Background: an optimization exercise with open tools, aiming at small area, a short achievable clock period and few clock cycles. Do not read the settings as production practice.
At most, simulation tests tie the RTL to the original design; equivalence was not proved.

==> onyx: inputs <==
==> flow/design.v <==
package ksl_pkg;
    localparam int CAPACITY   = 32;
    localparam int FLOOR_BITS = 6;
    localparam int TIME_BITS  = 32;
    localparam int OCC_BITS   = 6;
    localparam int ADDR_BITS  = (CAPACITY > 1) ? $clog2(CAPACITY) : 1;
    localparam int IDX_BITS   = $clog2(CAPACITY + 1);
    localparam int ENTRY_BITS = FLOOR_BITS + TIME_BITS;
    localparam int RESULT_BITS  = 2 + TIME_BITS + OCC_BITS + OCC_BITS + 1;
    localparam logic [OCC_BITS-1:0] SLOTS_RESET = OCC_BITS'(32);
    typedef enum logic {
        CMD_ADD    = 1'b0,
        CMD_REMOVE = 1'b1
    } command_t;
    typedef enum logic [1:0] {
        STAT_ADDED   = 2'd0,
        STAT_FULL    = 2'd1,
        STAT_REMOVED = 2'd2,
        STAT_DONE    = 2'd3
    } status_t;
    typedef struct packed {
        status_t               status;
        logic [TIME_BITS-1:0]  removed_time;
        logic [OCC_BITS-1:0]   occupancy;
        logic [OCC_BITS-1:0]   removed_count;
        logic                  last;
    } result_t;
endpackage
module ksl_ram #(
    parameter int DEPTH = 32,
    parameter int WIDTH = 38
) (
    input  logic                   clk,
    input  logic [DEPTH-1:0]       wr_en,
    input  logic [WIDTH-1:0]       wr_data,
    input  logic [DEPTH-1:0]       rd_sel,
    output logic [WIDTH-1:0]       rd_data,
    output logic [DEPTH*WIDTH-1:0] words_o
);
    logic [WIDTH-1:0] mem [DEPTH];
    always_ff @(posedge clk)
    begin
        for (int i = 0; i < DEPTH; i++)
        begin
            if (wr_en[i])
            begin
                mem[i] <= wr_data;
            end
        end
    end
    always_comb
    begin
        rd_data = '0;
        for (int i = 0; i < DEPTH; i++)
        begin
            rd_data = rd_data | (mem[i] & {WIDTH{rd_sel[i]}});
        end
    end
    genvar g;
    generate
        for (g = 0; g < DEPTH; g++)
        begin : g_words
            assign words_o[g*WIDTH +: WIDTH] = mem[g];
        end
    endgenerate
endmodule
import ksl_pkg::*;
module ksl_ctrl
(
    input  logic                      clk,
    input  logic                      rst_n,
    input  logic [CAPACITY-1:0]       slot_mask,
    input  logic                      in_valid,
    output logic                      in_stall,
    input  logic                      command,
    input  logic [FLOOR_BITS-1:0]     key_floor,
    input  logic [CAPACITY*FLOOR_BITS-1:0] keys,
    output logic [CAPACITY-1:0]       wr_en,
    output logic [CAPACITY-1:0]       rd_sel,
    input  logic [TIME_BITS-1:0]      rd_time,
    output logic                      out_valid,
    input  logic                      out_stall,
    output logic [RESULT_BITS-1:0]    result_o
);
    logic                  rv_reg;        
    logic                  rcmd_reg;      
    logic                  rfull_reg;     
    logic [CAPACITY-1:0]   match_reg;     
    logic [OCC_BITS-1:0]   rcnt_reg;      
    logic [CAPACITY-1:0]   valid_reg;
    logic [OCC_BITS-1:0]   count_reg;
    logic                  stall_reg;
    logic                  ov_reg;
    ksl_pkg::result_t      res_reg;
    logic                  kv_reg;
    logic [1:0]            k_status_reg;
    logic [OCC_BITS-1:0]   k_occ_reg;
    logic [OCC_BITS-1:0]   k_rc_reg;
    logic [CAPACITY-1:0]   free_vec, free_1h, pick_1h, cand;
    logic                  any_free, match_any, match_multi;
    assign free_vec = ~valid_reg & slot_mask;
    always_comb
    begin
        for (int i = 0; i < CAPACITY; i++)
        begin
            free_1h[i] = free_vec[i];
            pick_1h[i] = match_reg[i];
            for (int j = 0; j < i; j++)
            begin
                free_1h[i] = free_1h[i] & ~free_vec[j];
                pick_1h[i] = pick_1h[i] & ~match_reg[j];
            end
        end
    end
    assign any_free    = |free_vec;
    assign match_any   = |match_reg;
    assign match_multi = |(match_reg & ~pick_1h);
    always_comb
    begin
        for (int i = 0; i < CAPACITY; i++)
        begin
            cand[i] = valid_reg[i] & slot_mask[i]
                      & (keys[i*FLOOR_BITS +: FLOOR_BITS] == key_floor);
        end
    end
    logic                  out_free;
    logic                  accept, acc_add, acc_rem;
    logic                  complete, removal;
    logic                  kv_next, rv_next, more_next;
    ksl_pkg::result_t      core_res;
    assign out_free = !ov_reg || !out_stall;
    assign accept   = in_valid && !stall_reg;
    assign acc_add  = accept && !command;
    assign acc_rem  = accept && command;
    assign complete = rv_reg && !kv_reg && !match_any;
    assign removal  = rv_reg && !kv_reg && match_any && out_free;
    assign wr_en  = acc_add ? free_1h : '0;
    assign rd_sel = pick_1h;
    always_comb
    begin
        core_res.status        = ksl_pkg::status_t'({rcmd_reg, rcmd_reg ? !match_any : rfull_reg});
        core_res.removed_time  = rd_time;
        core_res.occupancy     = count_reg - {{(OCC_BITS-1){1'b0}}, match_any};
        core_res.removed_count = match_any ? '0 : rcnt_reg;
        core_res.last          = !match_any;
    end
    assign kv_next   = !out_free && (kv_reg || complete);
    assign rv_next   = accept || (rv_reg && !complete);
    assign more_next = accept ? (command && |cand)
                              : (removal ? match_multi : match_any);
    always_ff @(posedge clk or negedge rst_n)
    begin
        if (!rst_n)
        begin
            rv_reg    <= 1'b0;
            valid_reg <= '0;
            count_reg <= '0;
            stall_reg <= 1'b0;
            ov_reg    <= 1'b0;
            kv_reg    <= 1'b0;
        end
        else
        begin
            rv_reg    <= rv_next;
            valid_reg <= (valid_reg | wr_en) & ~(removal ? pick_1h : '0);
            count_reg <= count_reg + {{(OCC_BITS-1){1'b0}}, acc_add && any_free}
                                   - {{(OCC_BITS-1){1'b0}}, removal};
            stall_reg <= rv_next && (kv_next || more_next);
            if (out_free)
            begin
                ov_reg <= kv_reg || rv_reg;
            end
            kv_reg    <= kv_next;
        end
    end
    always_ff @(posedge clk)
    begin
        if (accept)
        begin
            rcmd_reg  <= command;
            rfull_reg <= !any_free;
            match_reg <= command ? cand : '0;
            rcnt_reg  <= '0;
        end
        else if (removal)
        begin
            match_reg <= match_reg & ~pick_1h;
            rcnt_reg  <= rcnt_reg + 1'b1;
        end
        if (out_free)
        begin
            if (kv_reg)
            begin
                res_reg.status        <= ksl_pkg::status_t'(k_status_reg);
                res_reg.removed_time  <= '0;
                res_reg.occupancy     <= k_occ_reg;
                res_reg.removed_count <= k_rc_reg;
                res_reg.last          <= 1'b1;
            end
            else
            begin
                res_reg <= core_res;
            end
        end
        if (!kv_reg)
        begin
            k_status_reg <= core_res.status;
            k_occ_reg    <= core_res.occupancy;
            k_rc_reg     <= core_res.removed_count;
        end
    end
    assign in_stall  = stall_reg;
    assign out_valid = ov_reg;
    assign result_o  = res_reg;
endmodule
import ksl_pkg::*;
module keyed_slot_table_top
(
    input  logic                  clk,
    input  logic                  rst_n,
    input  logic                  in_valid,
    output logic                  in_stall,
    input  logic                  command,
    input  logic [FLOOR_BITS-1:0] key_floor,
    input  logic [TIME_BITS-1:0]  entry_time,
    output logic                  out_valid,
    input  logic                  out_stall,
    output logic [1:0]            status,
    output logic [TIME_BITS-1:0]  removed_time,
    output logic [OCC_BITS-1:0]   occupancy,
    output logic [OCC_BITS-1:0]   removed_count,
    output logic                  last,
    input  logic                  cfg_valid,
    output logic                  cfg_ready,
    input  logic [OCC_BITS-1:0]   cfg_data
);
    logic [CAPACITY-1:0]            slot_mask;
    logic [CAPACITY-1:0]            wr_en;
    logic [CAPACITY-1:0]            rd_sel;
    logic [TIME_BITS-1:0]           rd_time;
    logic [CAPACITY*FLOOR_BITS-1:0] keys;
    logic [FLOOR_BITS-1:0]          key_rd_unused;
    logic [CAPACITY*TIME_BITS-1:0]  times_unused;
    ksl_pkg::result_t               result;
    assign cfg_ready = 1'b1;
    always_ff @(posedge clk or negedge rst_n)
    begin
        if (!rst_n)
        begin
            slot_mask <= '1;
        end
        else if (cfg_valid && cfg_ready)
        begin
            for (int i = 0; i < CAPACITY; i++)
            begin
                slot_mask[i] <= (cfg_data > OCC_BITS'(i));
            end
        end
    end
    ksl_ram #(
        .DEPTH (CAPACITY),
        .WIDTH (FLOOR_BITS)
    ) u_keys (
        .clk     (clk),
        .wr_en   (wr_en),
        .wr_data (key_floor),
        .rd_sel  ('0),
        .rd_data (key_rd_unused),
        .words_o (keys)
    );
    ksl_ram #(
        .DEPTH (CAPACITY),
        .WIDTH (TIME_BITS)
    ) u_times (
        .clk     (clk),
        .wr_en   (wr_en),
        .wr_data (entry_time),
        .rd_sel  (rd_sel),
        .rd_data (rd_time),
        .words_o (times_unused)
    );
    ksl_ctrl u_ctrl (
        .clk       (clk),
        .rst_n     (rst_n),
        .slot_mask (slot_mask),
        .in_valid  (in_valid),
        .in_stall  (in_stall),
        .command   (command),
        .key_floor (key_floor),
        .keys      (keys),
        .wr_en     (wr_en),
        .rd_sel    (rd_sel),
        .rd_time   (rd_time),
        .out_valid (out_valid),
        .out_stall (out_stall),
        .result_o  (result)
    );
    assign status        = result.status;
    assign removed_time  = result.removed_time;
    assign occupancy     = result.occupancy;
    assign removed_count = result.removed_count;
    assign last          = result.last;
endmodule
==> flow/run.sh <==
#!/bin/bash
# synth_recipe.tcl (not shown) runs the flow's synth.tcl, then flattens the netlist and writes it again
# the make line also repeats each setting of config.mk as NAME=value (left out here)
make -C /OpenROAD-flow-scripts/flow DESIGN_CONFIG=/design/flow/config.mk WORK_HOME=/design/flow/orfs CLKGATE_MAP_FILE= SYNTH_SCRIPT=/design/flow/synth_recipe.tcl finish
==> flow/config.mk <==
export PLATFORM = sky130hd
export DESIGN_NAME = keyed_slot_table_top
export DESIGN_NICKNAME = keyed_slot_table_top
export VERILOG_FILES = /design/flow/design.v
export SDC_FILE = /design/flow/constraint.sdc
export NUM_CORES = 4
export LEC_CHECK = 0
export ABC_CLOCK_PERIOD_IN_PS = 3000
export CAP_MARGIN = 20
export CORE_MARGIN = 2
export CORE_UTILIZATION = 50
export SETUP_SLACK_MARGIN = 5
export SLEW_MARGIN = 20
==> flow/constraint.sdc <==
create_clock -name core_clock -period 8.0 [get_ports {clk}]
set_input_delay 1.6000 -clock core_clock [delete_from_list [all_inputs] [get_ports {clk}]]
set_output_delay 1.6000 -clock core_clock [all_outputs]
set_load 0.01 [all_outputs]
==> inputs of violet, as changes to onyx <==
--- a/flow/design.v
+++ b/flow/design.v
@@ -30,3 +30,4 @@
     parameter int DEPTH = 32,
-    parameter int WIDTH = 38
+    parameter int WIDTH = 38,
+    parameter int GROUP = 8
 ) (
@@ -35,3 +36,4 @@
     input  logic [WIDTH-1:0]       wr_data,
-    input  logic [DEPTH-1:0]       rd_sel,
+    input  logic [DEPTH-1:0]       rd_local,    
+    input  logic [DEPTH/GROUP-1:0] rd_group,    
     output logic [WIDTH-1:0]       rd_data,
@@ -39,3 +41,5 @@
 );
+    localparam int NG = DEPTH / GROUP;
     logic [WIDTH-1:0] mem [DEPTH];
+    logic [WIDTH-1:0] grp_data [NG];
     always_ff @(posedge clk)
@@ -52,13 +56,21 @@
     begin
+        for (int g = 0; g < NG; g++)
+        begin
+            grp_data[g] = '0;
+            for (int j = 0; j < GROUP; j++)
+            begin
+                grp_data[g] = grp_data[g] | (mem[g*GROUP+j] & {WIDTH{rd_local[g*GROUP+j]}});
+            end
+        end
         rd_data = '0;
-        for (int i = 0; i < DEPTH; i++)
+        for (int g = 0; g < NG; g++)
         begin
-            rd_data = rd_data | (mem[i] & {WIDTH{rd_sel[i]}});
+            rd_data = rd_data | (grp_data[g] & {WIDTH{rd_group[g]}});
         end
     end
-    genvar g;
+    genvar w;
     generate
-        for (g = 0; g < DEPTH; g++)
+        for (w = 0; w < DEPTH; w++)
         begin : g_words
-            assign words_o[g*WIDTH +: WIDTH] = mem[g];
+            assign words_o[w*WIDTH +: WIDTH] = mem[w];
         end
@@ -76,5 +88,9 @@
     input  logic [FLOOR_BITS-1:0]     key_floor,
+    input  logic [TIME_BITS-1:0]      entry_time,
     input  logic [CAPACITY*FLOOR_BITS-1:0] keys,
     output logic [CAPACITY-1:0]       wr_en,
-    output logic [CAPACITY-1:0]       rd_sel,
+    output logic [FLOOR_BITS-1:0]     wr_key,
+    output logic [TIME_BITS-1:0]      wr_time,
+    output logic [CAPACITY-1:0]       rd_local,
+    output logic [CAPACITY/8-1:0]     rd_group,
     input  logic [TIME_BITS-1:0]      rd_time,
@@ -84,2 +100,8 @@
 );
+    localparam int GROUP = 8;
+    localparam int NG    = CAPACITY / GROUP;
+    logic                  av_reg;
+    logic                  acmd_reg;
+    logic [FLOOR_BITS-1:0] akey_reg;
+    logic [TIME_BITS-1:0]  atime_reg;
     logic                  rv_reg;        
@@ -98,3 +120,5 @@
     logic [OCC_BITS-1:0]   k_rc_reg;
-    logic [CAPACITY-1:0]   free_vec, free_1h, pick_1h, cand;
+    logic [CAPACITY-1:0]   free_vec, free_1h, cand;
+    logic [CAPACITY-1:0]   loc_1h, pick_1h;
+    logic [NG-1:0]         grp_any, grp_1h;
     logic                  any_free, match_any, match_multi;
@@ -106,3 +130,2 @@
             free_1h[i] = free_vec[i];
-            pick_1h[i] = match_reg[i];
             for (int j = 0; j < i; j++)
@@ -110,3 +133,2 @@
                 free_1h[i] = free_1h[i] & ~free_vec[j];
-                pick_1h[i] = pick_1h[i] & ~match_reg[j];
             end
@@ -114,4 +136,31 @@
     end
+    always_comb
+    begin
+        for (int g = 0; g < NG; g++)
+        begin
+            grp_any[g] = |match_reg[g*GROUP +: GROUP];
+            for (int j = 0; j < GROUP; j++)
+            begin
+                loc_1h[g*GROUP+j] = match_reg[g*GROUP+j];
+                for (int k = 0; k < j; k++)
+                begin
+                    loc_1h[g*GROUP+j] = loc_1h[g*GROUP+j] & ~match_reg[g*GROUP+k];
+                end
+            end
+        end
+        for (int g = 0; g < NG; g++)
+        begin
+            grp_1h[g] = grp_any[g];
+            for (int h = 0; h < g; h++)
+            begin
+                grp_1h[g] = grp_1h[g] & ~grp_any[h];
+            end
+        end
+        for (int i = 0; i < CAPACITY; i++)
+        begin
+            pick_1h[i] = loc_1h[i] & grp_1h[i/GROUP];
+        end
+    end
     assign any_free    = |free_vec;
-    assign match_any   = |match_reg;
+    assign match_any   = |grp_any;
     assign match_multi = |(match_reg & ~pick_1h);
@@ -122,3 +171,3 @@
             cand[i] = valid_reg[i] & slot_mask[i]
-                      & (keys[i*FLOOR_BITS +: FLOOR_BITS] == key_floor);
+                      & (keys[i*FLOOR_BITS +: FLOOR_BITS] == akey_reg);
         end
@@ -126,14 +175,19 @@
     logic                  out_free;
-    logic                  accept, acc_add, acc_rem;
-    logic                  complete, removal;
-    logic                  kv_next, rv_next, more_next;
+    logic                  accept, issue, issue_add, complete, removal;
+    logic                  kv_next, av_next, rv_next, more_next;
+    logic [OCC_BITS-1:0]   count_inc, count_dec;
     ksl_pkg::result_t      core_res;
-    assign out_free = !ov_reg || !out_stall;
-    assign accept   = in_valid && !stall_reg;
-    assign acc_add  = accept && !command;
-    assign acc_rem  = accept && command;
-    assign complete = rv_reg && !kv_reg && !match_any;
-    assign removal  = rv_reg && !kv_reg && match_any && out_free;
-    assign wr_en  = acc_add ? free_1h : '0;
-    assign rd_sel = pick_1h;
+    assign out_free  = !ov_reg || !out_stall;
+    assign accept    = in_valid && !stall_reg;
+    assign complete  = rv_reg && !kv_reg && !match_any;
+    assign removal   = rv_reg && !kv_reg && match_any && out_free;
+    assign issue     = av_reg && (!rv_reg || complete);
+    assign issue_add = issue && !acmd_reg && any_free;
+    assign wr_en    = free_1h;
+    assign wr_key   = akey_reg;
+    assign wr_time  = atime_reg;
+    assign rd_local = loc_1h;
+    assign rd_group = grp_1h;
+    assign count_inc = count_reg + 1'b1;
+    assign count_dec = count_reg - 1'b1;
     always_comb
@@ -142,3 +196,3 @@
         core_res.removed_time  = rd_time;
-        core_res.occupancy     = count_reg - {{(OCC_BITS-1){1'b0}}, match_any};
+        core_res.occupancy     = match_any ? count_dec : count_reg;
         core_res.removed_count = match_any ? '0 : rcnt_reg;
@@ -147,5 +201,6 @@
     assign kv_next   = !out_free && (kv_reg || complete);
-    assign rv_next   = accept || (rv_reg && !complete);
-    assign more_next = accept ? (command && |cand)
-                              : (removal ? match_multi : match_any);
+    assign av_next   = accept || (av_reg && !issue);
+    assign rv_next   = issue || (rv_reg && !complete);
+    assign more_next = issue ? (acmd_reg && |cand)
+                             : (removal ? match_multi : match_any);
     always_ff @(posedge clk or negedge rst_n)
@@ -154,2 +209,3 @@
         begin
+            av_reg    <= 1'b0;
             rv_reg    <= 1'b0;
@@ -163,7 +219,14 @@
         begin
+            av_reg    <= av_next;
             rv_reg    <= rv_next;
-            valid_reg <= (valid_reg | wr_en) & ~(removal ? pick_1h : '0);
-            count_reg <= count_reg + {{(OCC_BITS-1){1'b0}}, acc_add && any_free}
-                                   - {{(OCC_BITS-1){1'b0}}, removal};
-            stall_reg <= rv_next && (kv_next || more_next);
+            valid_reg <= (valid_reg | (issue_add ? free_1h : '0)) & ~(removal ? pick_1h : '0);
+            if (issue_add)
+            begin
+                count_reg <= count_inc;
+            end
+            else if (removal)
+            begin
+                count_reg <= count_dec;
+            end
+            stall_reg <= av_next && rv_next && (kv_next || more_next);
             if (out_free)
@@ -177,7 +240,13 @@
     begin
-        if (accept)
+        if (!stall_reg)
+        begin
+            acmd_reg  <= command;
+            akey_reg  <= key_floor;
+            atime_reg <= entry_time;
+        end
+        if (issue)
         begin
-            rcmd_reg  <= command;
+            rcmd_reg  <= acmd_reg;
             rfull_reg <= !any_free;
-            match_reg <= command ? cand : '0;
+            match_reg <= acmd_reg ? cand : '0;
             rcnt_reg  <= '0;
@@ -238,3 +307,6 @@
     logic [CAPACITY-1:0]            wr_en;
-    logic [CAPACITY-1:0]            rd_sel;
+    logic [CAPACITY-1:0]            rd_local;
+    logic [CAPACITY/8-1:0]          rd_group;
+    logic [FLOOR_BITS-1:0]          wr_key;
+    logic [TIME_BITS-1:0]           wr_time;
     logic [TIME_BITS-1:0]           rd_time;
@@ -265,4 +337,5 @@
         .wr_en   (wr_en),
-        .wr_data (key_floor),
-        .rd_sel  ('0),
+        .wr_data  (wr_key),
+        .rd_local ('0),
+        .rd_group ('0),
         .rd_data (key_rd_unused),
@@ -276,4 +349,5 @@
         .wr_en   (wr_en),
-        .wr_data (entry_time),
-        .rd_sel  (rd_sel),
+        .wr_data  (wr_time),
+        .rd_local (rd_local),
+        .rd_group (rd_group),
         .rd_data (rd_time),
@@ -289,5 +363,9 @@
         .key_floor (key_floor),
+        .entry_time(entry_time),
         .keys      (keys),
         .wr_en     (wr_en),
-        .rd_sel    (rd_sel),
+        .wr_key    (wr_key),
+        .wr_time   (wr_time),
+        .rd_local  (rd_local),
+        .rd_group  (rd_group),
         .rd_time   (rd_time),
- CORE_UTILIZATION: 50 -> 45
- SETUP_SLACK_MARGIN: 5 -> 4.8
==> impl_results.md <==
* Run status: no timing/DRC/antenna violations
* Via count of the first global-routing pass at 34,379
* Total placed instance area at 56,700 sq um
* Top cell types by occurrence after synthesis: sky130_fd_sc_hd__edfxtp_1 (1,297), sky130_fd_sc_hd__nand2_1 (220), sky130_fd_sc_hd__a22oi_1 (207)
* Worst min-delay path endpoint: u_ctrl.k_occ_reg[2]
* Die W at 331 microns
* Starting Density at 50.6%
* Proportion of netlist area held by the largest area contributor at 73.0%
the above is filed under onyx

==> impl_results.md <==
* Die W at 352 microns
* Worst min-delay path endpoint: u_ctrl.k_occ_reg[4]
* Starting Density at 45.3%
* Total placed instance area at 57,600 sq um
* Via count of the first global-routing pass at 30,614
* Run status: no timing/DRC/antenna violations
* Top cell types by occurrence after synthesis: sky130_fd_sc_hd__edfxtp_1 (1,336), sky130_fd_sc_hd__nand2_1 (264), sky130_fd_sc_hd__clkbuf_1 (182)
* Height of the chip at 352 microns
the above is filed under violet

Testbench counts of violet, summed over its fixed seeds: cycles 5,727.
Only the layout flow was run in onyx; the RTL was not checked for function there.

## re-timing with driven ports
Ports are ideal in the flow. The routed layouts listed here were re-timed in OpenROAD. Step 1, drivers: a clkbuf_16 drives clk and a buf_2 each remaining input, both assumed. Step 2 also shifts input and output timing later by t, the mid clock arrival at the registers, as if the neighbouring blocks saw the same clock. Slacks: ideal ports / drivers / drivers and shift; pairs: ideal ports / drivers.
run | t, ns | setup slack, ns | worst slew at a driven data input, ns
onyx | 0.841 | 4.444 / 4.473 / 3.631 | 0.06
violet | 0.804 | 4.801 / 4.759 / 4.178 | 0.04
After both steps setup and hold are still met in every run listed. The setup slack of onyx, which loses most, moves by +0.029 ns with the drivers and by -0.813 ns with both steps.
